Source: an optimization exercise on an open RTL-to-GDS flow (aim: small area, a short achievable clock period and few clock cycles per item). Production flows keep margins and buffers that such runs may drop.
For this run, only the layout was checked, not whether the RTL still works.

File: flow/config.mk
export PLATFORM = sky130hd
export DESIGN_NAME = pipelined_floating_point_multiplier
export DESIGN_NICKNAME = pipelined_floating_point_multiplier
export VERILOG_FILES = /design/flow/design.v
export SDC_FILE = /design/flow/constraint.sdc
export NUM_CORES = 4
export LEC_CHECK = 0
export CAP_MARGIN = 20
export CORE_MARGIN = 2
export CORE_UTILIZATION = 40
export SETUP_SLACK_MARGIN = 4.95
export SLEW_MARGIN = 20
export SYNTH_HIERARCHICAL = 1
File: flow/constraint.sdc
create_clock -name core_clock -period 9.0 [get_ports {clk}]
set_input_delay 1.8000 -clock core_clock [delete_from_list [all_inputs] [get_ports {clk}]]
set_output_delay 1.8000 -clock core_clock [all_outputs]
set_load 0.01 [all_outputs]
File: flow/design.v
module pipelined_floating_point_multiplier #(
  parameter int unsigned EXPONENT_WIDTH   = 8,
  parameter int unsigned MANTISSA_WIDTH   = 23,
  parameter int unsigned ROUND_TO_NEAREST = 1
) (
  input  logic        clk,
  input  logic        rst,
  input  logic        in_valid,
  output logic        in_ready,
  input  logic [31:0] a,
  input  logic [31:0] b,
  output logic        out_valid,
  input  logic        out_ready,
  output logic [31:0] out,
  output logic        underflow_flag,
  output logic        overflow_flag,
  output logic        invalid_operation_flag
);
  logic en;
  logic r2_v;
  fpm_rdy u_rdy_port (.v(r2_v), .ordy(out_ready), .rdy(in_ready));
  fpm_rdy u_rdy_en   (.v(r2_v), .ordy(out_ready), .rdy(en));
  logic        a_s, b_s;
  logic [7:0]  a_e, b_e;
  logic [22:0] a_m, b_m;
  assign {a_s, a_e, a_m} = a;
  assign {b_s, b_e, b_m} = b;
  logic a_e1, b_e1, a_ez, b_ez;
  assign a_e1 = &a_e;
  assign b_e1 = &b_e;
  assign a_ez = ~|a_e;
  assign b_ez = ~|b_e;
  logic [25:0] yy;
  logic [11:0] c_bone, c_btwo, c_bneg;
  assign yy = {1'b1, b_m, 1'b0};
  always_comb begin
    for (int k = 0; k < 12; k++) begin
      c_bone[k] = yy[2*k+1] ^ yy[2*k];
      c_btwo[k] = (yy[2*k+2] & ~yy[2*k+1] & ~yy[2*k]) | (~yy[2*k+2] & yy[2*k+1] & yy[2*k]);
      c_bneg[k] = yy[2*k+2];
    end
  end
  logic        r0_v;
  logic        r0_s;
  logic        r0_a_e1, r0_a_ez, r0_b_e1, r0_b_ez;
  logic [8:0]  r0_es;
  logic [22:0] r0_ma;
  logic [11:0] r0_bone, r0_btwo, r0_bneg;
  always_ff @(posedge clk or posedge rst) begin
    if (rst)     r0_v <= 1'b0;
    else if (en) r0_v <= in_valid;
  end
  always_ff @(posedge clk) begin
    if (en) begin
      r0_s    <= a_s ^ b_s;
      r0_a_e1 <= a_e1;
      r0_a_ez <= a_ez;
      r0_b_e1 <= b_e1;
      r0_b_ez <= b_ez;
      r0_es   <= {1'b0, a_e} + {1'b0, b_e};
      r0_ma   <= a_m;
      r0_bone <= c_bone;
      r0_btwo <= c_btwo;
      r0_bneg <= c_bneg;
    end
  end
  logic [47:16] ps, pc;
  logic         pcin;
  fpm_sigmul u_mul (.x(r0_ma), .bone(r0_bone), .btwo(r0_btwo), .bneg(r0_bneg),
                    .s(ps), .c(pc), .cin(pcin));
  logic [22:0] ym;
  always_comb begin
    for (int k = 0; k < 12; k++) begin
      if (2*k+1 <= 22) ym[2*k+1] = r0_bneg[k];
      ym[2*k] = r0_bone[k] ^ ((k == 0) ? 1'b0 : r0_bneg[(k == 0) ? 0 : k-1]);
    end
  end
  logic [23:0] za, zb;
  logic        z22, z23;
  always_comb begin
    for (int i = 0; i < 24; i++) begin
      za[i] = ~|({1'b0, r0_ma} & ((24'd1 << i) - 24'd1));
      zb[i] = ~|({1'b0, ym} & ((24'd1 << i) - 24'd1));
    end
    z22 = 1'b0;
    z23 = 1'b0;
    for (int i = 0; i <= 22; i++) z22 = z22 | (za[i] & zb[22-i]);
    for (int i = 0; i <= 23; i++) z23 = z23 | (za[i] & zb[23-i]);
  end
  logic a_nan, b_nan, a_inf, b_inf;
  logic c_nan, c_inf, c_zero, c_inv;
  logic a_mz, b_mz;
  always_comb begin
    a_mz   = ~|r0_ma;
    b_mz   = ~|ym;
    a_nan  = r0_a_e1 && !a_mz;
    b_nan  = r0_b_e1 && !b_mz;
    a_inf  = r0_a_e1 && a_mz;
    b_inf  = r0_b_e1 && b_mz;
    c_nan  = 1'b0;
    c_inf  = 1'b0;
    c_zero = 1'b0;
    c_inv  = 1'b0;
    if (a_nan || b_nan) begin
      c_nan = 1'b1;
      c_inv = (a_nan && !r0_ma[22]) || (b_nan && !ym[22]);
    end else if ((a_inf && r0_b_ez) || (r0_a_ez && b_inf)) begin
      c_nan = 1'b1;
      c_inv = 1'b1;
    end else if (a_inf || b_inf) begin
      c_inf = 1'b1;
    end else if (r0_a_ez || r0_b_ez) begin
      c_zero = 1'b1;
    end
  end
  logic        r1_s, r1_nan, r1_inf, r1_zero, r1_inv;
  logic [8:0]  r1_es;
  logic [47:16] r1_ps, r1_pc;
  logic         r1_cin;
  logic        r1_st0, r1_st1;
  logic        r1_v;
  always_ff @(posedge clk or posedge rst) begin
    if (rst)     r1_v <= 1'b0;
    else if (en) r1_v <= r0_v;
  end
  always_ff @(posedge clk) begin
    if (en) begin
      r1_s    <= r0_s;
      r1_nan  <= c_nan;
      r1_inf  <= c_inf;
      r1_zero <= c_zero;
      r1_inv  <= c_inv;
      r1_es   <= r0_es;
      r1_ps   <= ps;
      r1_pc   <= pc;
      r1_cin  <= pcin;
      r1_st0  <= !z22;              
      r1_st1  <= !z23;              
    end
  end
  logic [47:16] r1_p;
  assign r1_p = r1_ps + r1_pc + 32'(r1_cin);
  logic        hi;
  logic        rnd_h, rnd_l, d1, ci1, q23, cy_h, cy_l;
  logic [23:0] ones;
  logic [46:24] q;
  logic [22:0] man_r;
  logic        cy;
  logic        uf, of;
  logic [7:0]  e_p1, e_p2, e_out;
  logic [7:0]  e_0;
  logic        uf0, uf1, of0, of1, m0, m1;
  always_comb begin
    e_0 = r1_es[7:0] + 8'd129;       
    uf0 = r1_es < 9'd128;            
    uf1 = r1_es < 9'd127;            
    of0 = r1_es >= 9'd382;           
    of1 = r1_es >= 9'd381;           
    m0  = r1_es == 9'd381;           
    m1  = r1_es == 9'd380;           
  end
  always_comb begin
    hi    = r1_p[47];
    rnd_h = r1_p[23] && (r1_st1 || r1_p[24]);
    rnd_l = r1_p[22] && (r1_st0 || r1_p[23]);
    for (int k = 0; k < 24; k++) ones[k] = &(r1_p[46:24] | ~(23'h7FFFFF >> (23 - k)));
    d1    = !hi && rnd_l;                         
    ci1   = (hi && rnd_h) || (d1 && r1_p[23]);    
    q23   = r1_p[23] ^ d1;
    for (int i = 0; i < 23; i++) q[24+i] = r1_p[24+i] ^ (ci1 && ones[i]);
    man_r = hi ? q[46:24] : {q[45:24], q23};
    cy_h  = rnd_h && ones[23];                    
    cy_l  = rnd_l && r1_p[23] && ones[22];        
    cy    = hi ? cy_h : cy_l;
    uf    = hi ? uf1 : uf0;
    of    = hi ? (of1 || (m1 && cy_h)) : (of0 || (m0 && cy_l));
    e_p1  = r1_es[7:0] + 8'd130;
    e_p2  = r1_es[7:0] + 8'd131;
    e_out = (hi && cy) ? e_p2 : (hi || cy) ? e_p1 : e_0;
  end
  logic k_nan, k_inf, k_zero, uf_d, of_d, inv_d;
  always_comb begin
    k_nan = r1_nan;
    uf_d  = !r1_nan && !r1_inf && !r1_zero && uf;
    of_d  = !r1_nan && !r1_inf && !r1_zero && !uf && of;
    inv_d = r1_nan && r1_inv;
    k_inf = !r1_nan && (r1_inf || of_d);
    k_zero = !r1_nan && !r1_inf && (r1_zero || uf_d);
  end
  logic        r2_s;
  logic [7:0]  r2_e;
  logic [22:0] r2_m;
  logic        r2_nan, r2_inf, r2_zero, r2_uf, r2_of, r2_inv;
  always_ff @(posedge clk or posedge rst) begin
    if (rst)     r2_v <= 1'b0;
    else if (en) r2_v <= r1_v;
  end
  always_ff @(posedge clk) begin
    if (en) begin
      r2_s    <= r1_s;
      r2_e    <= e_out;
      r2_m    <= man_r;
      r2_nan  <= k_nan;
      r2_inf  <= k_inf;
      r2_zero <= k_zero;
      r2_uf   <= uf_d;
      r2_of   <= of_d;
      r2_inv  <= inv_d;
    end
  end
  always_comb begin
    if (r2_nan)       out = 32'hFFC00000;
    else if (r2_inf)  out = {r2_s, 8'hFF, 23'd0};
    else if (r2_zero) out = {r2_s, 31'd0};
    else              out = {r2_s, r2_e, r2_m};
  end
  assign underflow_flag         = r2_uf;
  assign overflow_flag          = r2_of;
  assign invalid_operation_flag = r2_inv;
  assign out_valid = r2_v;
endmodule
module fpm_rdy (
  input  logic v,
  input  logic ordy,
  output logic rdy
);
  assign rdy = !(v && !ordy);
endmodule
module fpm_sigmul (
  input  logic [22:0] x,
  input  logic [11:0] bone, btwo, bneg,
  output logic [47:16] s, c,
  output logic cin
);
  logic [23:0] xx;
  assign xx = {1'b1, x};
  logic [24:0] pp0;
  logic [24:0] pp1;
  logic [24:0] pp2;
  logic [24:0] pp3;
  logic [24:0] pp4;
  logic [24:0] pp5;
  logic [24:0] pp6;
  logic [24:0] pp7;
  logic [24:0] pp8;
  logic [24:0] pp9;
  logic [24:0] pp10;
  logic [24:0] pp11;
  always_comb begin
    pp0 = ({1'b0, xx} & {25{bone[0]}} | {xx, 1'b0} & {25{btwo[0]}}) ^ {25{bneg[0]}};
    pp1 = ({1'b0, xx} & {25{bone[1]}} | {xx, 1'b0} & {25{btwo[1]}}) ^ {25{bneg[1]}};
    pp2 = ({1'b0, xx} & {25{bone[2]}} | {xx, 1'b0} & {25{btwo[2]}}) ^ {25{bneg[2]}};
    pp3 = ({1'b0, xx} & {25{bone[3]}} | {xx, 1'b0} & {25{btwo[3]}}) ^ {25{bneg[3]}};
    pp4 = ({1'b0, xx} & {25{bone[4]}} | {xx, 1'b0} & {25{btwo[4]}}) ^ {25{bneg[4]}};
    pp5 = ({1'b0, xx} & {25{bone[5]}} | {xx, 1'b0} & {25{btwo[5]}}) ^ {25{bneg[5]}};
    pp6 = ({1'b0, xx} & {25{bone[6]}} | {xx, 1'b0} & {25{btwo[6]}}) ^ {25{bneg[6]}};
    pp7 = ({1'b0, xx} & {25{bone[7]}} | {xx, 1'b0} & {25{btwo[7]}}) ^ {25{bneg[7]}};
    pp8 = ({1'b0, xx} & {25{bone[8]}} | {xx, 1'b0} & {25{btwo[8]}}) ^ {25{bneg[8]}};
    pp9 = ({1'b0, xx} & {25{bone[9]}} | {xx, 1'b0} & {25{btwo[9]}}) ^ {25{bneg[9]}};
    pp10 = ({1'b0, xx} & {25{bone[10]}} | {xx, 1'b0} & {25{btwo[10]}}) ^ {25{bneg[10]}};
    pp11 = ({1'b0, xx} & {25{bone[11]}} | {xx, 1'b0} & {25{btwo[11]}}) ^ {25{bneg[11]}};
  end
  wire s1, c2;
  fpm_ha u_s1 (.a(bneg[8]), .b(pp0[16]), .s(s1), .c(c2));
  wire s3, c4;
  fpm_ha u_s3 (.a(pp0[17]), .b(pp1[15]), .s(s3), .c(c4));
  wire s5, c6;
  fpm_fa u_s5 (.a(bneg[9]), .b(pp0[18]), .ci(pp1[16]), .s(s5), .co(c6));
  wire s7, c8;
  fpm_ha u_s7 (.a(pp2[14]), .b(pp3[12]), .s(s7), .c(c8));
  wire s9, c10;
  fpm_fa u_s9 (.a(pp0[19]), .b(pp1[17]), .ci(pp2[15]), .s(s9), .co(c10));
  wire s11, c12;
  fpm_ha u_s11 (.a(pp3[13]), .b(pp4[11]), .s(s11), .c(c12));
  wire s13, c14;
  fpm_fa u_s13 (.a(bneg[10]), .b(pp0[20]), .ci(pp1[18]), .s(s13), .co(c14));
  wire s15, c16;
  fpm_fa u_s15 (.a(pp2[16]), .b(pp3[14]), .ci(pp4[12]), .s(s15), .co(c16));
  wire s17, c18;
  fpm_ha u_s17 (.a(pp5[10]), .b(pp6[8]), .s(s17), .c(c18));
  wire s19, c20;
  fpm_fa u_s19 (.a(pp0[21]), .b(pp1[19]), .ci(pp2[17]), .s(s19), .co(c20));
  wire s21, c22;
  fpm_fa u_s21 (.a(pp3[15]), .b(pp4[13]), .ci(pp5[11]), .s(s21), .co(c22));
  wire s23, c24;
  fpm_ha u_s23 (.a(pp6[9]), .b(pp7[7]), .s(s23), .c(c24));
  wire s25, c26;
  fpm_fa u_s25 (.a(bneg[11]), .b(pp0[22]), .ci(pp1[20]), .s(s25), .co(c26));
  wire s27, c28;
  fpm_fa u_s27 (.a(pp2[18]), .b(pp3[16]), .ci(pp4[14]), .s(s27), .co(c28));
  wire s29, c30;
  fpm_fa u_s29 (.a(pp5[12]), .b(pp6[10]), .ci(pp7[8]), .s(s29), .co(c30));
  wire s31, c32;
  fpm_ha u_s31 (.a(pp8[6]), .b(pp9[4]), .s(s31), .c(c32));
  wire s33, c34;
  fpm_fa u_s33 (.a(pp0[23]), .b(pp1[21]), .ci(pp2[19]), .s(s33), .co(c34));
  wire s35, c36;
  fpm_fa u_s35 (.a(pp3[17]), .b(pp4[15]), .ci(pp5[13]), .s(s35), .co(c36));
  wire s37, c38;
  fpm_fa u_s37 (.a(pp6[11]), .b(pp7[9]), .ci(pp8[7]), .s(s37), .co(c38));
  wire s39, c40;
  fpm_ha u_s39 (.a(pp9[5]), .b(pp10[3]), .s(s39), .c(c40));
  wire s41, c42;
  fpm_fa u_s41 (.a(x[0]), .b(pp0[24]), .ci(pp1[22]), .s(s41), .co(c42));
  wire s43, c44;
  fpm_fa u_s43 (.a(pp2[20]), .b(pp3[18]), .ci(pp4[16]), .s(s43), .co(c44));
  wire s45, c46;
  fpm_fa u_s45 (.a(pp5[14]), .b(pp6[12]), .ci(pp7[10]), .s(s45), .co(c46));
  wire s47, c48;
  fpm_fa u_s47 (.a(pp8[8]), .b(pp9[6]), .ci(pp10[4]), .s(s47), .co(c48));
  wire s49, c50;
  fpm_fa u_s49 (.a(x[1]), .b(bneg[0]), .ci(pp1[23]), .s(s49), .co(c50));
  wire s51, c52;
  fpm_fa u_s51 (.a(pp2[21]), .b(pp3[19]), .ci(pp4[17]), .s(s51), .co(c52));
  wire s53, c54;
  fpm_fa u_s53 (.a(pp5[15]), .b(pp6[13]), .ci(pp7[11]), .s(s53), .co(c54));
  wire s55, c56;
  fpm_fa u_s55 (.a(pp8[9]), .b(pp9[7]), .ci(pp10[5]), .s(s55), .co(c56));
  wire s57, c58;
  fpm_fa u_s57 (.a(x[2]), .b(bneg[0]), .ci(pp1[24]), .s(s57), .co(c58));
  wire s59, c60;
  fpm_fa u_s59 (.a(pp2[22]), .b(pp3[20]), .ci(pp4[18]), .s(s59), .co(c60));
  wire s61, c62;
  fpm_fa u_s61 (.a(pp5[16]), .b(pp6[14]), .ci(pp7[12]), .s(s61), .co(c62));
  wire s63, c64;
  fpm_fa u_s63 (.a(pp8[10]), .b(pp9[8]), .ci(pp10[6]), .s(s63), .co(c64));
  wire s65, c66;
  fpm_fa u_s65 (.a(x[3]), .b(~bneg[1]), .ci(~bneg[0]), .s(s65), .co(c66));
  wire s67, c68;
  fpm_fa u_s67 (.a(pp2[23]), .b(pp3[21]), .ci(pp4[19]), .s(s67), .co(c68));
  wire s69, c70;
  fpm_fa u_s69 (.a(pp5[17]), .b(pp6[15]), .ci(pp7[13]), .s(s69), .co(c70));
  wire s71, c72;
  fpm_fa u_s71 (.a(pp8[11]), .b(pp9[9]), .ci(pp10[7]), .s(s71), .co(c72));
  wire s73, c74;
  fpm_fa u_s73 (.a(x[4]), .b(1'b1), .ci(pp2[24]), .s(s73), .co(c74));
  wire s75, c76;
  fpm_fa u_s75 (.a(pp3[22]), .b(pp4[20]), .ci(pp5[18]), .s(s75), .co(c76));
  wire s77, c78;
  fpm_fa u_s77 (.a(pp6[16]), .b(pp7[14]), .ci(pp8[12]), .s(s77), .co(c78));
  wire s79, c80;
  fpm_ha u_s79 (.a(pp9[10]), .b(pp10[8]), .s(s79), .c(c80));
  wire s81, c82;
  fpm_fa u_s81 (.a(x[5]), .b(~bneg[2]), .ci(pp3[23]), .s(s81), .co(c82));
  wire s83, c84;
  fpm_fa u_s83 (.a(pp4[21]), .b(pp5[19]), .ci(pp6[17]), .s(s83), .co(c84));
  wire s85, c86;
  fpm_fa u_s85 (.a(pp7[15]), .b(pp8[13]), .ci(pp9[11]), .s(s85), .co(c86));
  wire s87, c88;
  fpm_fa u_s87 (.a(x[6]), .b(1'b1), .ci(pp3[24]), .s(s87), .co(c88));
  wire s89, c90;
  fpm_fa u_s89 (.a(pp4[22]), .b(pp5[20]), .ci(pp6[18]), .s(s89), .co(c90));
  wire s91, c92;
  fpm_ha u_s91 (.a(pp7[16]), .b(pp8[14]), .s(s91), .c(c92));
  wire s93, c94;
  fpm_fa u_s93 (.a(x[7]), .b(~bneg[3]), .ci(pp4[23]), .s(s93), .co(c94));
  wire s95, c96;
  fpm_fa u_s95 (.a(pp5[21]), .b(pp6[19]), .ci(pp7[17]), .s(s95), .co(c96));
  wire s97, c98;
  fpm_fa u_s97 (.a(x[8]), .b(1'b1), .ci(pp4[24]), .s(s97), .co(c98));
  wire s99, c100;
  fpm_ha u_s99 (.a(pp5[22]), .b(pp6[20]), .s(s99), .c(c100));
  wire s101, c102;
  fpm_fa u_s101 (.a(x[9]), .b(~bneg[4]), .ci(pp5[23]), .s(s101), .co(c102));
  wire s103, c104;
  fpm_ha u_s103 (.a(x[10]), .b(1'b1), .s(s103), .c(c104));
  wire s105, c106;
  fpm_ha u_s105 (.a(bneg[5]), .b(pp0[10]), .s(s105), .c(c106));
  wire s107, c108;
  fpm_ha u_s107 (.a(pp0[11]), .b(pp1[9]), .s(s107), .c(c108));
  wire s109, c110;
  fpm_fa u_s109 (.a(bneg[6]), .b(pp0[12]), .ci(pp1[10]), .s(s109), .co(c110));
  wire s111, c112;
  fpm_ha u_s111 (.a(pp2[8]), .b(pp3[6]), .s(s111), .c(c112));
  wire s113, c114;
  fpm_fa u_s113 (.a(pp0[13]), .b(pp1[11]), .ci(pp2[9]), .s(s113), .co(c114));
  wire s115, c116;
  fpm_ha u_s115 (.a(pp3[7]), .b(pp4[5]), .s(s115), .c(c116));
  wire s117, c118;
  fpm_fa u_s117 (.a(bneg[7]), .b(pp0[14]), .ci(pp1[12]), .s(s117), .co(c118));
  wire s119, c120;
  fpm_fa u_s119 (.a(pp2[10]), .b(pp3[8]), .ci(pp4[6]), .s(s119), .co(c120));
  wire s121, c122;
  fpm_ha u_s121 (.a(pp5[4]), .b(pp6[2]), .s(s121), .c(c122));
  wire s123, c124;
  fpm_fa u_s123 (.a(pp0[15]), .b(pp1[13]), .ci(pp2[11]), .s(s123), .co(c124));
  wire s125, c126;
  fpm_fa u_s125 (.a(pp3[9]), .b(pp4[7]), .ci(pp5[5]), .s(s125), .co(c126));
  wire s127, c128;
  fpm_ha u_s127 (.a(pp6[3]), .b(pp7[1]), .s(s127), .c(c128));
  wire s129, c130;
  fpm_fa u_s129 (.a(pp1[14]), .b(pp2[12]), .ci(pp3[10]), .s(s129), .co(c130));
  wire s131, c132;
  fpm_fa u_s131 (.a(pp4[8]), .b(pp5[6]), .ci(pp6[4]), .s(s131), .co(c132));
  wire s133, c134;
  fpm_fa u_s133 (.a(pp7[2]), .b(pp8[0]), .ci(s1), .s(s133), .co(c134));
  wire s135, c136;
  fpm_fa u_s135 (.a(pp2[13]), .b(pp3[11]), .ci(pp4[9]), .s(s135), .co(c136));
  wire s137, c138;
  fpm_fa u_s137 (.a(pp5[7]), .b(pp6[5]), .ci(pp7[3]), .s(s137), .co(c138));
  wire s139, c140;
  fpm_fa u_s139 (.a(pp8[1]), .b(c2), .ci(s3), .s(s139), .co(c140));
  wire s141, c142;
  fpm_fa u_s141 (.a(pp4[10]), .b(pp5[8]), .ci(pp6[6]), .s(s141), .co(c142));
  wire s143, c144;
  fpm_fa u_s143 (.a(pp7[4]), .b(pp8[2]), .ci(pp9[0]), .s(s143), .co(c144));
  wire s145, c146;
  fpm_fa u_s145 (.a(c4), .b(s7), .ci(s5), .s(s145), .co(c146));
  wire s147, c148;
  fpm_fa u_s147 (.a(pp5[9]), .b(pp6[7]), .ci(pp7[5]), .s(s147), .co(c148));
  wire s149, c150;
  fpm_fa u_s149 (.a(pp8[3]), .b(pp9[1]), .ci(c8), .s(s149), .co(c150));
  wire s151, c152;
  fpm_fa u_s151 (.a(s11), .b(c6), .ci(s9), .s(s151), .co(c152));
  wire s153, c154;
  fpm_fa u_s153 (.a(pp7[6]), .b(pp8[4]), .ci(pp9[2]), .s(s153), .co(c154));
  wire s155, c156;
  fpm_fa u_s155 (.a(pp10[0]), .b(c12), .ci(s17), .s(s155), .co(c156));
  wire s157, c158;
  fpm_fa u_s157 (.a(c10), .b(s13), .ci(s15), .s(s157), .co(c158));
  wire s159, c160;
  fpm_fa u_s159 (.a(pp8[5]), .b(pp9[3]), .ci(pp10[1]), .s(s159), .co(c160));
  wire s161, c162;
  fpm_fa u_s161 (.a(c18), .b(s23), .ci(c14), .s(s161), .co(c162));
  wire s163, c164;
  fpm_fa u_s163 (.a(c16), .b(s19), .ci(s21), .s(s163), .co(c164));
  wire s165, c166;
  fpm_fa u_s165 (.a(pp10[2]), .b(pp11[0]), .ci(c24), .s(s165), .co(c166));
  wire s167, c168;
  fpm_fa u_s167 (.a(s31), .b(c20), .ci(c22), .s(s167), .co(c168));
  wire s169, c170;
  fpm_fa u_s169 (.a(s25), .b(s27), .ci(s29), .s(s169), .co(c170));
  wire s171, c172;
  fpm_fa u_s171 (.a(pp11[1]), .b(c32), .ci(s39), .s(s171), .co(c172));
  wire s173, c174;
  fpm_fa u_s173 (.a(c26), .b(c28), .ci(c30), .s(s173), .co(c174));
  wire s175, c176;
  fpm_fa u_s175 (.a(s33), .b(s35), .ci(s37), .s(s175), .co(c176));
  wire s177, c178;
  fpm_fa u_s177 (.a(pp11[2]), .b(c40), .ci(c34), .s(s177), .co(c178));
  wire s179, c180;
  fpm_fa u_s179 (.a(c36), .b(c38), .ci(s41), .s(s179), .co(c180));
  wire s181, c182;
  fpm_fa u_s181 (.a(s43), .b(s45), .ci(s47), .s(s181), .co(c182));
  wire s183, c184;
  fpm_fa u_s183 (.a(pp11[3]), .b(s49), .ci(c42), .s(s183), .co(c184));
  wire s185, c186;
  fpm_fa u_s185 (.a(c44), .b(c46), .ci(c48), .s(s185), .co(c186));
  wire s187, c188;
  fpm_fa u_s187 (.a(s51), .b(s53), .ci(s55), .s(s187), .co(c188));
  wire s189, c190;
  fpm_fa u_s189 (.a(pp11[4]), .b(s57), .ci(c50), .s(s189), .co(c190));
  wire s191, c192;
  fpm_fa u_s191 (.a(c52), .b(c54), .ci(c56), .s(s191), .co(c192));
  wire s193, c194;
  fpm_fa u_s193 (.a(s59), .b(s61), .ci(s63), .s(s193), .co(c194));
  wire s195, c196;
  fpm_fa u_s195 (.a(pp11[5]), .b(s65), .ci(c58), .s(s195), .co(c196));
  wire s197, c198;
  fpm_fa u_s197 (.a(c60), .b(c62), .ci(c64), .s(s197), .co(c198));
  wire s199, c200;
  fpm_fa u_s199 (.a(s67), .b(s69), .ci(s71), .s(s199), .co(c200));
  wire s201, c202;
  fpm_fa u_s201 (.a(pp11[6]), .b(c66), .ci(s79), .s(s201), .co(c202));
  wire s203, c204;
  fpm_fa u_s203 (.a(s73), .b(c68), .ci(c70), .s(s203), .co(c204));
  wire s205, c206;
  fpm_fa u_s205 (.a(c72), .b(s75), .ci(s77), .s(s205), .co(c206));
  wire s207, c208;
  fpm_fa u_s207 (.a(pp10[9]), .b(pp11[7]), .ci(c80), .s(s207), .co(c208));
  wire s209, c210;
  fpm_fa u_s209 (.a(s81), .b(c74), .ci(c76), .s(s209), .co(c210));
  wire s211, c212;
  fpm_fa u_s211 (.a(c78), .b(s83), .ci(s85), .s(s211), .co(c212));
  wire s213, c214;
  fpm_fa u_s213 (.a(pp9[12]), .b(pp10[10]), .ci(pp11[8]), .s(s213), .co(c214));
  wire s215, c216;
  fpm_fa u_s215 (.a(s91), .b(s87), .ci(c82), .s(s215), .co(c216));
  wire s217, c218;
  fpm_fa u_s217 (.a(c84), .b(c86), .ci(s89), .s(s217), .co(c218));
  wire s219, c220;
  fpm_fa u_s219 (.a(pp8[15]), .b(pp9[13]), .ci(pp10[11]), .s(s219), .co(c220));
  wire s221, c222;
  fpm_fa u_s221 (.a(pp11[9]), .b(c92), .ci(s93), .s(s221), .co(c222));
  wire s223, c224;
  fpm_fa u_s223 (.a(c88), .b(c90), .ci(s95), .s(s223), .co(c224));
  wire s225, c226;
  fpm_fa u_s225 (.a(pp7[18]), .b(pp8[16]), .ci(pp9[14]), .s(s225), .co(c226));
  wire s227, c228;
  fpm_fa u_s227 (.a(pp10[12]), .b(pp11[10]), .ci(s99), .s(s227), .co(c228));
  wire s229, c230;
  fpm_fa u_s229 (.a(s97), .b(c94), .ci(c96), .s(s229), .co(c230));
  wire s231, c232;
  fpm_fa u_s231 (.a(pp6[21]), .b(pp7[19]), .ci(pp8[17]), .s(s231), .co(c232));
  wire s233, c234;
  fpm_fa u_s233 (.a(pp9[15]), .b(pp10[13]), .ci(pp11[11]), .s(s233), .co(c234));
  wire s235, c236;
  fpm_fa u_s235 (.a(c100), .b(s101), .ci(c98), .s(s235), .co(c236));
  wire s237, c238;
  fpm_fa u_s237 (.a(s103), .b(pp5[24]), .ci(pp6[22]), .s(s237), .co(c238));
  wire s239, c240;
  fpm_fa u_s239 (.a(pp7[20]), .b(pp8[18]), .ci(pp9[16]), .s(s239), .co(c240));
  wire s241, c242;
  fpm_fa u_s241 (.a(pp10[14]), .b(pp11[12]), .ci(c102), .s(s241), .co(c242));
  wire s243, c244;
  fpm_fa u_s243 (.a(x[11]), .b(c104), .ci(~bneg[5]), .s(s243), .co(c244));
  wire s245, c246;
  fpm_fa u_s245 (.a(pp6[23]), .b(pp7[21]), .ci(pp8[19]), .s(s245), .co(c246));
  wire s247, c248;
  fpm_fa u_s247 (.a(pp9[17]), .b(pp10[15]), .ci(pp11[13]), .s(s247), .co(c248));
  wire s249, c250;
  fpm_fa u_s249 (.a(x[12]), .b(1'b1), .ci(pp6[24]), .s(s249), .co(c250));
  wire s251, c252;
  fpm_fa u_s251 (.a(pp7[22]), .b(pp8[20]), .ci(pp9[18]), .s(s251), .co(c252));
  wire s253, c254;
  fpm_ha u_s253 (.a(pp10[16]), .b(pp11[14]), .s(s253), .c(c254));
  wire s255, c256;
  fpm_fa u_s255 (.a(x[13]), .b(~bneg[6]), .ci(pp7[23]), .s(s255), .co(c256));
  wire s257, c258;
  fpm_fa u_s257 (.a(pp8[21]), .b(pp9[19]), .ci(pp10[17]), .s(s257), .co(c258));
  wire s259, c260;
  fpm_fa u_s259 (.a(x[14]), .b(1'b1), .ci(pp7[24]), .s(s259), .co(c260));
  wire s261, c262;
  fpm_ha u_s261 (.a(pp8[22]), .b(pp9[20]), .s(s261), .c(c262));
  wire s263, c264;
  fpm_fa u_s263 (.a(x[15]), .b(~bneg[7]), .ci(pp8[23]), .s(s263), .co(c264));
  wire s265, c266;
  fpm_ha u_s265 (.a(x[16]), .b(1'b1), .s(s265), .c(c266));
  wire s267, c268;
  fpm_ha u_s267 (.a(bneg[3]), .b(pp0[6]), .s(s267), .c(c268));
  wire s269, c270;
  fpm_ha u_s269 (.a(pp0[7]), .b(pp1[5]), .s(s269), .c(c270));
  wire s271, c272;
  fpm_fa u_s271 (.a(bneg[4]), .b(pp0[8]), .ci(pp1[6]), .s(s271), .co(c272));
  wire s273, c274;
  fpm_ha u_s273 (.a(pp2[4]), .b(pp3[2]), .s(s273), .c(c274));
  wire s275, c276;
  fpm_fa u_s275 (.a(pp0[9]), .b(pp1[7]), .ci(pp2[5]), .s(s275), .co(c276));
  wire s277, c278;
  fpm_ha u_s277 (.a(pp3[3]), .b(pp4[1]), .s(s277), .c(c278));
  wire s279, c280;
  fpm_fa u_s279 (.a(pp1[8]), .b(pp2[6]), .ci(pp3[4]), .s(s279), .co(c280));
  wire s281, c282;
  fpm_fa u_s281 (.a(pp4[2]), .b(pp5[0]), .ci(s105), .s(s281), .co(c282));
  wire s283, c284;
  fpm_fa u_s283 (.a(pp2[7]), .b(pp3[5]), .ci(pp4[3]), .s(s283), .co(c284));
  wire s285, c286;
  fpm_fa u_s285 (.a(pp5[1]), .b(c106), .ci(s107), .s(s285), .co(c286));
  wire s287, c288;
  fpm_fa u_s287 (.a(pp4[4]), .b(pp5[2]), .ci(pp6[0]), .s(s287), .co(c288));
  wire s289, c290;
  fpm_fa u_s289 (.a(c108), .b(s111), .ci(s109), .s(s289), .co(c290));
  wire s291, c292;
  fpm_fa u_s291 (.a(pp5[3]), .b(pp6[1]), .ci(c112), .s(s291), .co(c292));
  wire s293, c294;
  fpm_fa u_s293 (.a(s115), .b(c110), .ci(s113), .s(s293), .co(c294));
  wire s295, c296;
  fpm_fa u_s295 (.a(pp7[0]), .b(c116), .ci(s121), .s(s295), .co(c296));
  wire s297, c298;
  fpm_fa u_s297 (.a(c114), .b(s117), .ci(s119), .s(s297), .co(c298));
  wire s299, c300;
  fpm_fa u_s299 (.a(c122), .b(s127), .ci(c118), .s(s299), .co(c300));
  wire s301, c302;
  fpm_fa u_s301 (.a(c120), .b(s123), .ci(s125), .s(s301), .co(c302));
  wire s303, c304;
  fpm_fa u_s303 (.a(c128), .b(c124), .ci(c126), .s(s303), .co(c304));
  wire s305, c306;
  fpm_fa u_s305 (.a(s129), .b(s131), .ci(s133), .s(s305), .co(c306));
  wire s307, c308;
  fpm_fa u_s307 (.a(c130), .b(c132), .ci(s135), .s(s307), .co(c308));
  wire s309, c310;
  fpm_fa u_s309 (.a(s137), .b(c134), .ci(s139), .s(s309), .co(c310));
  wire s311, c312;
  fpm_fa u_s311 (.a(c136), .b(c138), .ci(s141), .s(s311), .co(c312));
  wire s313, c314;
  fpm_fa u_s313 (.a(s143), .b(c140), .ci(s145), .s(s313), .co(c314));
  wire s315, c316;
  fpm_fa u_s315 (.a(c142), .b(c144), .ci(s147), .s(s315), .co(c316));
  wire s317, c318;
  fpm_fa u_s317 (.a(s149), .b(c146), .ci(s151), .s(s317), .co(c318));
  wire s319, c320;
  fpm_fa u_s319 (.a(c148), .b(s153), .ci(c150), .s(s319), .co(c320));
  wire s321, c322;
  fpm_fa u_s321 (.a(s155), .b(c152), .ci(s157), .s(s321), .co(c322));
  wire s323, c324;
  fpm_fa u_s323 (.a(c154), .b(s159), .ci(c156), .s(s323), .co(c324));
  wire s325, c326;
  fpm_fa u_s325 (.a(s161), .b(c158), .ci(s163), .s(s325), .co(c326));
  wire s327, c328;
  fpm_fa u_s327 (.a(c160), .b(s165), .ci(c162), .s(s327), .co(c328));
  wire s329, c330;
  fpm_fa u_s329 (.a(c164), .b(s167), .ci(s169), .s(s329), .co(c330));
  wire s331, c332;
  fpm_fa u_s331 (.a(c166), .b(s171), .ci(c168), .s(s331), .co(c332));
  wire s333, c334;
  fpm_fa u_s333 (.a(c170), .b(s173), .ci(s175), .s(s333), .co(c334));
  wire s335, c336;
  fpm_fa u_s335 (.a(c172), .b(s177), .ci(c174), .s(s335), .co(c336));
  wire s337, c338;
  fpm_fa u_s337 (.a(c176), .b(s179), .ci(s181), .s(s337), .co(c338));
  wire s339, c340;
  fpm_fa u_s339 (.a(c178), .b(s183), .ci(c180), .s(s339), .co(c340));
  wire s341, c342;
  fpm_fa u_s341 (.a(c182), .b(s185), .ci(s187), .s(s341), .co(c342));
  wire s343, c344;
  fpm_fa u_s343 (.a(c184), .b(c186), .ci(s189), .s(s343), .co(c344));
  wire s345, c346;
  fpm_fa u_s345 (.a(c188), .b(s191), .ci(s193), .s(s345), .co(c346));
  wire s347, c348;
  fpm_fa u_s347 (.a(s195), .b(c190), .ci(c192), .s(s347), .co(c348));
  wire s349, c350;
  fpm_fa u_s349 (.a(c194), .b(s197), .ci(s199), .s(s349), .co(c350));
  wire s351, c352;
  fpm_fa u_s351 (.a(s201), .b(c196), .ci(c198), .s(s351), .co(c352));
  wire s353, c354;
  fpm_fa u_s353 (.a(c200), .b(s203), .ci(s205), .s(s353), .co(c354));
  wire s355, c356;
  fpm_fa u_s355 (.a(s207), .b(c202), .ci(c204), .s(s355), .co(c356));
  wire s357, c358;
  fpm_fa u_s357 (.a(c206), .b(s209), .ci(s211), .s(s357), .co(c358));
  wire s359, c360;
  fpm_fa u_s359 (.a(s213), .b(c208), .ci(c210), .s(s359), .co(c360));
  wire s361, c362;
  fpm_fa u_s361 (.a(s215), .b(c212), .ci(s217), .s(s361), .co(c362));
  wire s363, c364;
  fpm_fa u_s363 (.a(c214), .b(s219), .ci(s221), .s(s363), .co(c364));
  wire s365, c366;
  fpm_fa u_s365 (.a(c216), .b(c218), .ci(s223), .s(s365), .co(c366));
  wire s367, c368;
  fpm_fa u_s367 (.a(c220), .b(s225), .ci(s227), .s(s367), .co(c368));
  wire s369, c370;
  fpm_fa u_s369 (.a(c222), .b(c224), .ci(s229), .s(s369), .co(c370));
  wire s371, c372;
  fpm_fa u_s371 (.a(c226), .b(s231), .ci(s233), .s(s371), .co(c372));
  wire s373, c374;
  fpm_fa u_s373 (.a(c228), .b(c230), .ci(s235), .s(s373), .co(c374));
  wire s375, c376;
  fpm_fa u_s375 (.a(c232), .b(c234), .ci(s237), .s(s375), .co(c376));
  wire s377, c378;
  fpm_fa u_s377 (.a(s239), .b(s241), .ci(c236), .s(s377), .co(c378));
  wire s379, c380;
  fpm_fa u_s379 (.a(s243), .b(c238), .ci(c240), .s(s379), .co(c380));
  wire s381, c382;
  fpm_fa u_s381 (.a(s245), .b(s247), .ci(c242), .s(s381), .co(c382));
  wire s383, c384;
  fpm_fa u_s383 (.a(c244), .b(s253), .ci(s249), .s(s383), .co(c384));
  wire s385, c386;
  fpm_fa u_s385 (.a(c246), .b(c248), .ci(s251), .s(s385), .co(c386));
  wire s387, c388;
  fpm_fa u_s387 (.a(pp11[15]), .b(c254), .ci(s255), .s(s387), .co(c388));
  wire s389, c390;
  fpm_fa u_s389 (.a(c250), .b(c252), .ci(s257), .s(s389), .co(c390));
  wire s391, c392;
  fpm_fa u_s391 (.a(pp10[18]), .b(pp11[16]), .ci(s261), .s(s391), .co(c392));
  wire s393, c394;
  fpm_fa u_s393 (.a(s259), .b(c256), .ci(c258), .s(s393), .co(c394));
  wire s395, c396;
  fpm_fa u_s395 (.a(pp9[21]), .b(pp10[19]), .ci(pp11[17]), .s(s395), .co(c396));
  wire s397, c398;
  fpm_fa u_s397 (.a(c262), .b(s263), .ci(c260), .s(s397), .co(c398));
  wire s399, c400;
  fpm_fa u_s399 (.a(s265), .b(pp8[24]), .ci(pp9[22]), .s(s399), .co(c400));
  wire s401, c402;
  fpm_fa u_s401 (.a(pp10[20]), .b(pp11[18]), .ci(c264), .s(s401), .co(c402));
  wire s403, c404;
  fpm_fa u_s403 (.a(x[17]), .b(c266), .ci(~bneg[8]), .s(s403), .co(c404));
  wire s405, c406;
  fpm_fa u_s405 (.a(pp9[23]), .b(pp10[21]), .ci(pp11[19]), .s(s405), .co(c406));
  wire s407, c408;
  fpm_fa u_s407 (.a(x[18]), .b(1'b1), .ci(pp9[24]), .s(s407), .co(c408));
  wire s409, c410;
  fpm_ha u_s409 (.a(pp10[22]), .b(pp11[20]), .s(s409), .c(c410));
  wire s411, c412;
  fpm_fa u_s411 (.a(x[19]), .b(~bneg[9]), .ci(pp10[23]), .s(s411), .co(c412));
  wire s413, c414;
  fpm_ha u_s413 (.a(x[20]), .b(1'b1), .s(s413), .c(c414));
  wire s415, c416;
  fpm_ha u_s415 (.a(bneg[2]), .b(pp0[4]), .s(s415), .c(c416));
  wire s417, c418;
  fpm_ha u_s417 (.a(pp0[5]), .b(pp1[3]), .s(s417), .c(c418));
  wire s419, c420;
  fpm_fa u_s419 (.a(pp1[4]), .b(pp2[2]), .ci(pp3[0]), .s(s419), .co(c420));
  wire s421, c422;
  fpm_fa u_s421 (.a(pp2[3]), .b(pp3[1]), .ci(c268), .s(s421), .co(c422));
  wire s423, c424;
  fpm_fa u_s423 (.a(pp4[0]), .b(c270), .ci(s273), .s(s423), .co(c424));
  wire s425, c426;
  fpm_fa u_s425 (.a(c274), .b(s277), .ci(c272), .s(s425), .co(c426));
  wire s427, c428;
  fpm_fa u_s427 (.a(c278), .b(c276), .ci(s279), .s(s427), .co(c428));
  wire s429, c430;
  fpm_fa u_s429 (.a(c280), .b(s283), .ci(c282), .s(s429), .co(c430));
  wire s431, c432;
  fpm_fa u_s431 (.a(c284), .b(s287), .ci(c286), .s(s431), .co(c432));
  wire s433, c434;
  fpm_fa u_s433 (.a(c288), .b(s291), .ci(c290), .s(s433), .co(c434));
  wire s435, c436;
  fpm_fa u_s435 (.a(c292), .b(s295), .ci(c294), .s(s435), .co(c436));
  wire s437, c438;
  fpm_fa u_s437 (.a(c296), .b(s299), .ci(c298), .s(s437), .co(c438));
  wire s439, c440;
  fpm_fa u_s439 (.a(c300), .b(c302), .ci(s303), .s(s439), .co(c440));
  wire s441, c442;
  fpm_fa u_s441 (.a(c304), .b(s307), .ci(c306), .s(s441), .co(c442));
  wire s443, c444;
  fpm_fa u_s443 (.a(c308), .b(s311), .ci(c310), .s(s443), .co(c444));
  wire s445, c446;
  fpm_fa u_s445 (.a(c312), .b(s315), .ci(c314), .s(s445), .co(c446));
  wire s447, c448;
  fpm_fa u_s447 (.a(c316), .b(s319), .ci(c318), .s(s447), .co(c448));
  wire s449, c450;
  fpm_fa u_s449 (.a(s323), .b(c320), .ci(c322), .s(s449), .co(c450));
  wire s451, c452;
  fpm_fa u_s451 (.a(c324), .b(s327), .ci(c326), .s(s451), .co(c452));
  wire s453, c454;
  fpm_fa u_s453 (.a(c328), .b(s331), .ci(c330), .s(s453), .co(c454));
  wire s455, c456;
  fpm_fa u_s455 (.a(c332), .b(s335), .ci(c334), .s(s455), .co(c456));
  wire s457, c458;
  fpm_fa u_s457 (.a(c336), .b(s339), .ci(c338), .s(s457), .co(c458));
  wire s459, c460;
  fpm_fa u_s459 (.a(c340), .b(s343), .ci(c342), .s(s459), .co(c460));
  wire s461, c462;
  fpm_fa u_s461 (.a(c344), .b(s347), .ci(c346), .s(s461), .co(c462));
  wire s463, c464;
  fpm_fa u_s463 (.a(c348), .b(s351), .ci(c350), .s(s463), .co(c464));
  wire s465, c466;
  fpm_fa u_s465 (.a(s355), .b(c352), .ci(c354), .s(s465), .co(c466));
  wire s467, c468;
  fpm_fa u_s467 (.a(s359), .b(c356), .ci(c358), .s(s467), .co(c468));
  wire s469, c470;
  fpm_fa u_s469 (.a(s363), .b(c360), .ci(c362), .s(s469), .co(c470));
  wire s471, c472;
  fpm_fa u_s471 (.a(s367), .b(c364), .ci(c366), .s(s471), .co(c472));
  wire s473, c474;
  fpm_fa u_s473 (.a(s371), .b(c368), .ci(c370), .s(s473), .co(c474));
  wire s475, c476;
  fpm_fa u_s475 (.a(c372), .b(s375), .ci(c374), .s(s475), .co(c476));
  wire s477, c478;
  fpm_fa u_s477 (.a(c376), .b(s379), .ci(s381), .s(s477), .co(c478));
  wire s479, c480;
  fpm_fa u_s479 (.a(s383), .b(c380), .ci(s385), .s(s479), .co(c480));
  wire s481, c482;
  fpm_fa u_s481 (.a(s387), .b(c384), .ci(c386), .s(s481), .co(c482));
  wire s483, c484;
  fpm_fa u_s483 (.a(s391), .b(c388), .ci(c390), .s(s483), .co(c484));
  wire s485, c486;
  fpm_fa u_s485 (.a(s395), .b(c392), .ci(c394), .s(s485), .co(c486));
  wire s487, c488;
  fpm_fa u_s487 (.a(c396), .b(s399), .ci(s401), .s(s487), .co(c488));
  wire s489, c490;
  fpm_fa u_s489 (.a(s403), .b(c400), .ci(s405), .s(s489), .co(c490));
  wire s491, c492;
  fpm_fa u_s491 (.a(c404), .b(s409), .ci(s407), .s(s491), .co(c492));
  wire s493, c494;
  fpm_fa u_s493 (.a(pp11[21]), .b(c410), .ci(s411), .s(s493), .co(c494));
  wire s495, c496;
  fpm_fa u_s495 (.a(s413), .b(pp10[24]), .ci(pp11[22]), .s(s495), .co(c496));
  wire s497, c498;
  fpm_fa u_s497 (.a(x[21]), .b(c414), .ci(~bneg[10]), .s(s497), .co(c498));
  wire s499, c500;
  fpm_ha u_s499 (.a(x[22]), .b(1'b1), .s(s499), .c(c500));
  wire s501, c502;
  fpm_ha u_s501 (.a(bneg[1]), .b(pp0[2]), .s(s501), .c(c502));
  wire s503, c504;
  fpm_ha u_s503 (.a(pp0[3]), .b(pp1[1]), .s(s503), .c(c504));
  wire s505, c506;
  fpm_fa u_s505 (.a(pp1[2]), .b(pp2[0]), .ci(s415), .s(s505), .co(c506));
  wire s507, c508;
  fpm_fa u_s507 (.a(pp2[1]), .b(c416), .ci(s417), .s(s507), .co(c508));
  wire s509, c510;
  fpm_fa u_s509 (.a(c418), .b(s267), .ci(s419), .s(s509), .co(c510));
  wire s511, c512;
  fpm_fa u_s511 (.a(s269), .b(c420), .ci(s421), .s(s511), .co(c512));
  wire s513, c514;
  fpm_fa u_s513 (.a(s271), .b(c422), .ci(s423), .s(s513), .co(c514));
  wire s515, c516;
  fpm_fa u_s515 (.a(s275), .b(c424), .ci(s425), .s(s515), .co(c516));
  wire s517, c518;
  fpm_fa u_s517 (.a(s281), .b(c426), .ci(s427), .s(s517), .co(c518));
  wire s519, c520;
  fpm_fa u_s519 (.a(s285), .b(c428), .ci(s429), .s(s519), .co(c520));
  wire s521, c522;
  fpm_fa u_s521 (.a(s289), .b(s431), .ci(c430), .s(s521), .co(c522));
  wire s523, c524;
  fpm_fa u_s523 (.a(s293), .b(c432), .ci(s433), .s(s523), .co(c524));
  wire s525, c526;
  fpm_fa u_s525 (.a(s297), .b(s435), .ci(c434), .s(s525), .co(c526));
  wire s527, c528;
  fpm_fa u_s527 (.a(s301), .b(s437), .ci(c436), .s(s527), .co(c528));
  wire s529, c530;
  fpm_fa u_s529 (.a(s305), .b(c438), .ci(s439), .s(s529), .co(c530));
  wire s531, c532;
  fpm_fa u_s531 (.a(s309), .b(c440), .ci(s441), .s(s531), .co(c532));
  wire s533, c534;
  fpm_fa u_s533 (.a(s313), .b(c442), .ci(s443), .s(s533), .co(c534));
  wire s535, c536;
  fpm_fa u_s535 (.a(s317), .b(c444), .ci(s445), .s(s535), .co(c536));
  wire s537, c538;
  fpm_fa u_s537 (.a(s321), .b(c446), .ci(s447), .s(s537), .co(c538));
  wire s539, c540;
  fpm_fa u_s539 (.a(s325), .b(c448), .ci(s449), .s(s539), .co(c540));
  wire s541, c542;
  fpm_fa u_s541 (.a(s329), .b(s451), .ci(c450), .s(s541), .co(c542));
  wire s543, c544;
  fpm_fa u_s543 (.a(s333), .b(s453), .ci(c452), .s(s543), .co(c544));
  wire s545, c546;
  fpm_fa u_s545 (.a(s337), .b(s455), .ci(c454), .s(s545), .co(c546));
  wire s547, c548;
  fpm_fa u_s547 (.a(s341), .b(c456), .ci(s457), .s(s547), .co(c548));
  wire s549, c550;
  fpm_fa u_s549 (.a(s345), .b(c458), .ci(s459), .s(s549), .co(c550));
  wire s551, c552;
  fpm_fa u_s551 (.a(s349), .b(c460), .ci(s461), .s(s551), .co(c552));
  wire s553, c554;
  fpm_fa u_s553 (.a(s353), .b(c462), .ci(s463), .s(s553), .co(c554));
  wire s555, c556;
  fpm_fa u_s555 (.a(s357), .b(s465), .ci(c464), .s(s555), .co(c556));
  wire s557, c558;
  fpm_fa u_s557 (.a(s361), .b(s467), .ci(c466), .s(s557), .co(c558));
  wire s559, c560;
  fpm_fa u_s559 (.a(s365), .b(s469), .ci(c468), .s(s559), .co(c560));
  wire s561, c562;
  fpm_fa u_s561 (.a(s369), .b(s471), .ci(c470), .s(s561), .co(c562));
  wire s563, c564;
  fpm_fa u_s563 (.a(s373), .b(s473), .ci(c472), .s(s563), .co(c564));
  wire s565, c566;
  fpm_fa u_s565 (.a(s377), .b(s475), .ci(c474), .s(s565), .co(c566));
  wire s567, c568;
  fpm_fa u_s567 (.a(c378), .b(s477), .ci(c476), .s(s567), .co(c568));
  wire s569, c570;
  fpm_fa u_s569 (.a(c382), .b(s479), .ci(c478), .s(s569), .co(c570));
  wire s571, c572;
  fpm_fa u_s571 (.a(s389), .b(s481), .ci(c480), .s(s571), .co(c572));
  wire s573, c574;
  fpm_fa u_s573 (.a(s393), .b(s483), .ci(c482), .s(s573), .co(c574));
  wire s575, c576;
  fpm_fa u_s575 (.a(s397), .b(s485), .ci(c484), .s(s575), .co(c576));
  wire s577, c578;
  fpm_fa u_s577 (.a(c398), .b(s487), .ci(c486), .s(s577), .co(c578));
  wire s579, c580;
  fpm_fa u_s579 (.a(c402), .b(s489), .ci(c488), .s(s579), .co(c580));
  wire s581, c582;
  fpm_fa u_s581 (.a(c406), .b(s491), .ci(c490), .s(s581), .co(c582));
  wire s583, c584;
  fpm_fa u_s583 (.a(c408), .b(s493), .ci(c492), .s(s583), .co(c584));
  wire s585, c586;
  fpm_fa u_s585 (.a(c412), .b(s495), .ci(c494), .s(s585), .co(c586));
  wire s587, c588;
  fpm_fa u_s587 (.a(pp11[23]), .b(s497), .ci(c496), .s(s587), .co(c588));
  wire s589, c590;
  fpm_fa u_s589 (.a(s499), .b(pp11[24]), .ci(c498), .s(s589), .co(c590));
  wire s591, c592;
  fpm_fa u_s591 (.a(1'b1), .b(c500), .ci(~bneg[11]), .s(s591), .co(c592));
  logic [47:0] r0, r1;
  logic [16:0] lsum;
  assign r0 = {c590, c588, c586, c584, c582, c580, c578, c576, c574, c572, c570, c568, c566, c564, c562, c560, c558, c556, c554, c552, c550, c548, c546, c544, c542, c540, c538, c536, c534, c532, c530, c528, c526, c524, c522, c520, c518, c516, c514, c512, c510, c508, c506, c504, c502, s501, pp0[1], bneg[0]};
  assign r1 = {s591, s589, s587, s585, s583, s581, s579, s577, s575, s573, s571, s569, s567, s565, s563, s561, s559, s557, s555, s553, s551, s549, s547, s545, s543, s541, s539, s537, s535, s533, s531, s529, s527, s525, s523, s521, s519, s517, s515, s513, s511, s509, s507, s505, s503, pp1[0], 1'b0, pp0[0]};
  assign lsum = {1'b0, r0[15:0]} + {1'b0, r1[15:0]};
  assign cin = lsum[16];
  assign s = r0[47:16];
  assign c = r1[47:16];
endmodule
module fpm_fa (
  input  logic a, b, ci,
  output logic s, co
);
  assign s  = a ^ b ^ ci;
  assign co = (a & b) | (a & ci) | (b & ci);
endmodule
module fpm_ha (
  input  logic a, b,
  output logic s, c
);
  assign s = a ^ b;
  assign c = a & b;
endmodule
File: flow/flow/run.sh
#!/bin/bash
# Standard layout, with the port buffers as buf_1 cells instead of the
# default choice. Each tool's output goes to a log file in this folder.
set -e

export BUFFER_PORTS_ARGS="-buffer_cell sky130_fd_sc_hd__buf_1"
bash standard.sh > standard.log 2>&1
File: flow/standard.sh
#!/bin/bash
# synth_recipe.tcl (not shown) runs the flow's synth.tcl, then flattens the netlist and writes it again
# the make line also repeats each setting of config.mk as NAME=value (left out here)
make -C /OpenROAD-flow-scripts/flow DESIGN_CONFIG=/design/flow/config.mk WORK_HOME=/design/flow/orfs CLKGATE_MAP_FILE= SYNTH_SCRIPT=/design/flow/synth_recipe.tcl "${@:-finish}"
==> flow_summary.ini <==
[setup_path]
crit_path_start_kind = register
critical_path_arrival_ps = 4260
rr_startpoint = r1_pc[27]$_DFFE_PP_
path_class = reg2reg
cp-end-kind = register
critPathMaxFanout = 12
reg2reg_to = r2_e[6]$_DFFE_PP_
r2r_slack_ps = 5040
worstPathRequired_ps = 9300
ff2ff_path_depth = 13

[sta]
hold_viol = 0
max_freq_mhz = 252
finalCritPeriodShare_pct = 44.0
fin_tns_setup_ps = 0
setup_slack_ps = 5040
final.min_clock_period_ps = 3960
setup_violations = 0
max_slew_margin_pct = 21.8
drv_slew = 0
tightest_slew_ps = 1170
clock-skew-final_ps = 25.2
rsz0062_at_grt = yes

[worst_hold_path]
hold_depth = 0
whs_endpoint = r1_es[3]$_DFFE_PP_
hp-start = r0_es[3]$_DFFE_PP_
min_path_type = reg2reg

[synth]
synth_top_family_by_area = adder cells
synth-seq-cells = 194
synth_xor_area_share_pct = 13.7
synth.area.mux_share_pct = 0.469
yosys-top-cells-area = edfxtp_1 25%, fa_1 23%, xnor2_1 12%, a22oi_1 8.9%, ha_1 5.2%
synth-compound-area-share_pct = 17.1
synth_top_cell_by_area = edfxtp_1
synthAdderAreaFrac_pct = 28.6
synthDistinctLibCells = 78
ys.flop_type = edfxtp_1
syn_inst = 2105
yosysTopAreaCellShare_pct = 25.3
synth-edff-count = 191
synth_warnings = 8
async_flop_share_pct = 1.55
syn_area_per_cell_sq_um = 10.8
synthSimpleGateAreaFrac_pct = 8.25
ys_seq_area_share_pct = 25.6
netlist_area_sq_mm = 0.0227

[layout]
drive_gt1_share_pct = 12.7
post-route-util_pct = 45.0
nets = 2569
regArea_sq_mm = 0.00581
area_growth_pct = 11.5
n_fill_cell = 5330
multi_input_area_sq_mm = 0.0161

[clocking]
cts_tree = done
cts.clk_slew.worst_paths_ps = 90
hold_buffers = 0
clockRootBuffer = clkbuf_16
cts_buffer_depth = 2
clkLatencyLatePin_ps = 510
cts.sinks = 194
cts_buffers = 17
htree_levels = 4

[drt]
drt_iter0_drc = 1752
routed_wl_um = 67100
ant_nets = 0
via_per_inst = 5.95
via_count = 17300
wl_per_cell_um = 23.0
firstDrtPassIters = 7
drc_errors = 0

[global_routing]
grt_usage_pct = 22.4
overflow = 0
antenna_found_initial = 2
grt_pass1_wl_um = 102000
grt_pass1_vias = 17700
grt_max_degree = 81

[job]
drv_cap = 0

[die]
coreArea_sq_mm = 0.0562
die_height_um = 242
num_rows = 87
ioPinCount = 105
die_x_um = 242
start_util_pct = 40.4
dieArea_sq_mm = 0.0586

[placed_design]
dp_slack_ps = 4420
place.port_buffers = 104
dp_hpwl_um = 43700
place.gp.congestion = 0.899

[run_status]
status = finished clean
-- Yosys stat by module (local to each module, per instance) --
module                               cells  area (sq um)  copies in the design  flip-flops and latches
fpm_ha                                   1          12.5                    32                       0
fpm_sigmul                             829          6180                     1                       0
fpm_fa                                   1          20.0                   264                       0
fpm_rdy                                  1          6.26                     2                       0
pipelined_floating_point_multiplier    978         10800                     1                     194
-- flip-flops by register name, indices dropped and copies added, names as in the netlist, 8 cells and up --
register	count
r0_bone	12
r1_ps	32
r2_e	8
r0_ma	23
r1_es	9
r0_bneg	11
r0_es	9
r2_m	23
r1_pc	32
r0_btwo	12
-- cells in the mapped netlist (4+ instances only) --
| library cell | instances |
|---|---|
| o21ai_0 | 61 |
| nand2_1 | 93 |
| o21a_1 | 16 |
| nor3_1 | 20 |
| nand2b_1 | 17 |
| or4_1 | 11 |
| a211oi_1 | 9 |
| buf_4 | 65 |
| xor2_1 | 38 |
| nor2_1 | 77 |
| edfxtp_1 | 191 |
| buf_2 | 137 |
| nor2b_1 | 7 |
| nand3b_1 | 8 |
| o22ai_1 | 7 |
| and2_1 | 34 |
| a21boi_0 | 4 |
| o31ai_1 | 5 |
| a22oi_1 | 268 |
| o211ai_1 | 13 |
| o32ai_1 | 4 |
| nand4_1 | 27 |
| fa_1 | 265 |
| xnor2_1 | 314 |
| a21o_1 | 16 |
| o21bai_1 | 7 |
| a21oi_1 | 95 |
| ha_1 | 94 |
| or3_1 | 9 |
| mux2i_1 | 5 |
| o21ai_1 | 11 |
| inv_1 | 50 |
| a211o_1 | 4 |
| a31oi_1 | 4 |
| nor4_1 | 12 |
| mux2_2 | 5 |
| o2111ai_1 | 4 |
| clkbuf_1 | 13 |
| nand3_1 | 20 |
-- timing repair --
item                       in CTS  in global routing
pin swaps                       1                 31
gates cloned                    0                  4
setup endpoints to repair      64                 62
buffers inserted               27                 40
gates resized for setup        23                142
-- cell usage in the layout (no fill, tap or decap), types with 7 or more instances in the layout --
cell type  instances
o21ai_1            7
o21ai_2            8
or3_1              9
a22oi_2           11
o22ai_1            7
inv_1             50
nand2b_1          16
ha_1              77
a21oi_1           79
ha_2               7
o21a_1            16
nor4_1             8
nor3_1            16
or4_1             10
conb_1            13
ha_4              10
nor2_1            76
buf_8             11
o211ai_1          13
a21oi_2           13
buf_12             8
buf_6             24
nand3_1           19
buf_1            104
xnor2_2            9
fa_1             260
buf_4             71
a21o_1            16
o21ai_0           57
xnor2_1          306
clkbuf_16         20
nand3b_1           8
nand2_1           90
a211oi_1           8
o21bai_1           7
a22oi_1          257
xor2_1            36
and2_1            34
nand4_1           27
edfxtp_1         191
-- cells by family after synthesis --
group           after synthesis
other cells                   2
flops                       194
mux                          10
buf+inv                     267
simple gates                359
xor+xnor                    353
fa+ha+maj                   359
compound gates              561
-- area by class of cell --
class                      instances  share of cell area, %
multi-input combinational       1656                   63.7
clock buffer                      17                   1.68
inverter                          50                  0.742
clock inverter                    15                  0.737
tap                              756                   3.74
antenna                            1                0.00990
sequential                       194                   23.0
timing repair buffer             223                   6.44
-- through the flow --
stage / cells / hold slack [ps] / area, sq um
after CTS: 2865 / 423 / 24200
after detailed placement: 2806 / 405 / 23200
after global placement: 2804 / 405 / 23200
final: 2912 / 422 / 25300
after floorplan: 2116 / 400 / 22700
after global routing: 2911 / 443 / 25300
-- worst max-delay path by stage --
stage | cells past startpoint | startpoint | slack [ps] | end
2_1_floorplan | 12 | r0_bneg[0]$_DFFE_PP_ | 5030 | r1_cin$_DFFE_PP_
3_5_place_dp | 11 | r0_ma[10]$_DFFE_PP_ | 4420 | r1_cin$_DFFE_PP_
5_1_grt | 13 | r1_pc[27]$_DFFE_PP_ | 4890 | r2_e[6]$_DFFE_PP_
3_3_place_gp | 11 | r0_btwo[6]$_DFFE_PP_ | 4390 | r1_cin$_DFFE_PP_
4_1_cts | 12 | r0_ma[8]$_DFFE_PP_ | 4930 | r1_cin$_DFFE_PP_
6_report | 13 | r1_pc[27]$_DFFE_PP_ | 5040 | r2_e[6]$_DFFE_PP_
-- layer usage --
layer	wire length (um)	part of all wire [%]	GRT usage, %
met3	6720	10	6.03
met1	27900	42	30.2
met2	30000	45	34.4
met5	18	0.027	0
met4	2430	3.6	8.95
-- worst max-delay path, cell delays in order, from the launching register on --
cell,delay [ps]
edfxtp_1,430
ha_4,360
nand2_1,190
o21ai_2,260
a21o_1,190
o2111ai_2,240
or2_1,300
or4_4,480
nor4_4,270
buf_4,190
nand4_4,170
mux2i_2,260
nor2_1,70
o32ai_1,330

## what the ideal ports hide
Ports are ideal in the flow. The routed layout listed here was re-timed in OpenROAD. Step 1: set_driving_cell puts a clkbuf_16 on clk and a buf_2 on each other input, an assumption about the parent block. Step 2 also shifts input and output timing later by t, the mid clock arrival at the registers, as if the neighbouring blocks saw the same clock. Three values: ideal, step 1, step 2; two values: the first two.
shift t [ns]: 0.555
slack for setup (ns): 5.039 / 5.039 / 5.039
worst register clock-pin slew, ns: 0.10 / 0.10
After both steps setup and hold are still met in this run. The setup slack of this run moves by 0.000 ns with the drivers and by 0.000 ns with both steps.
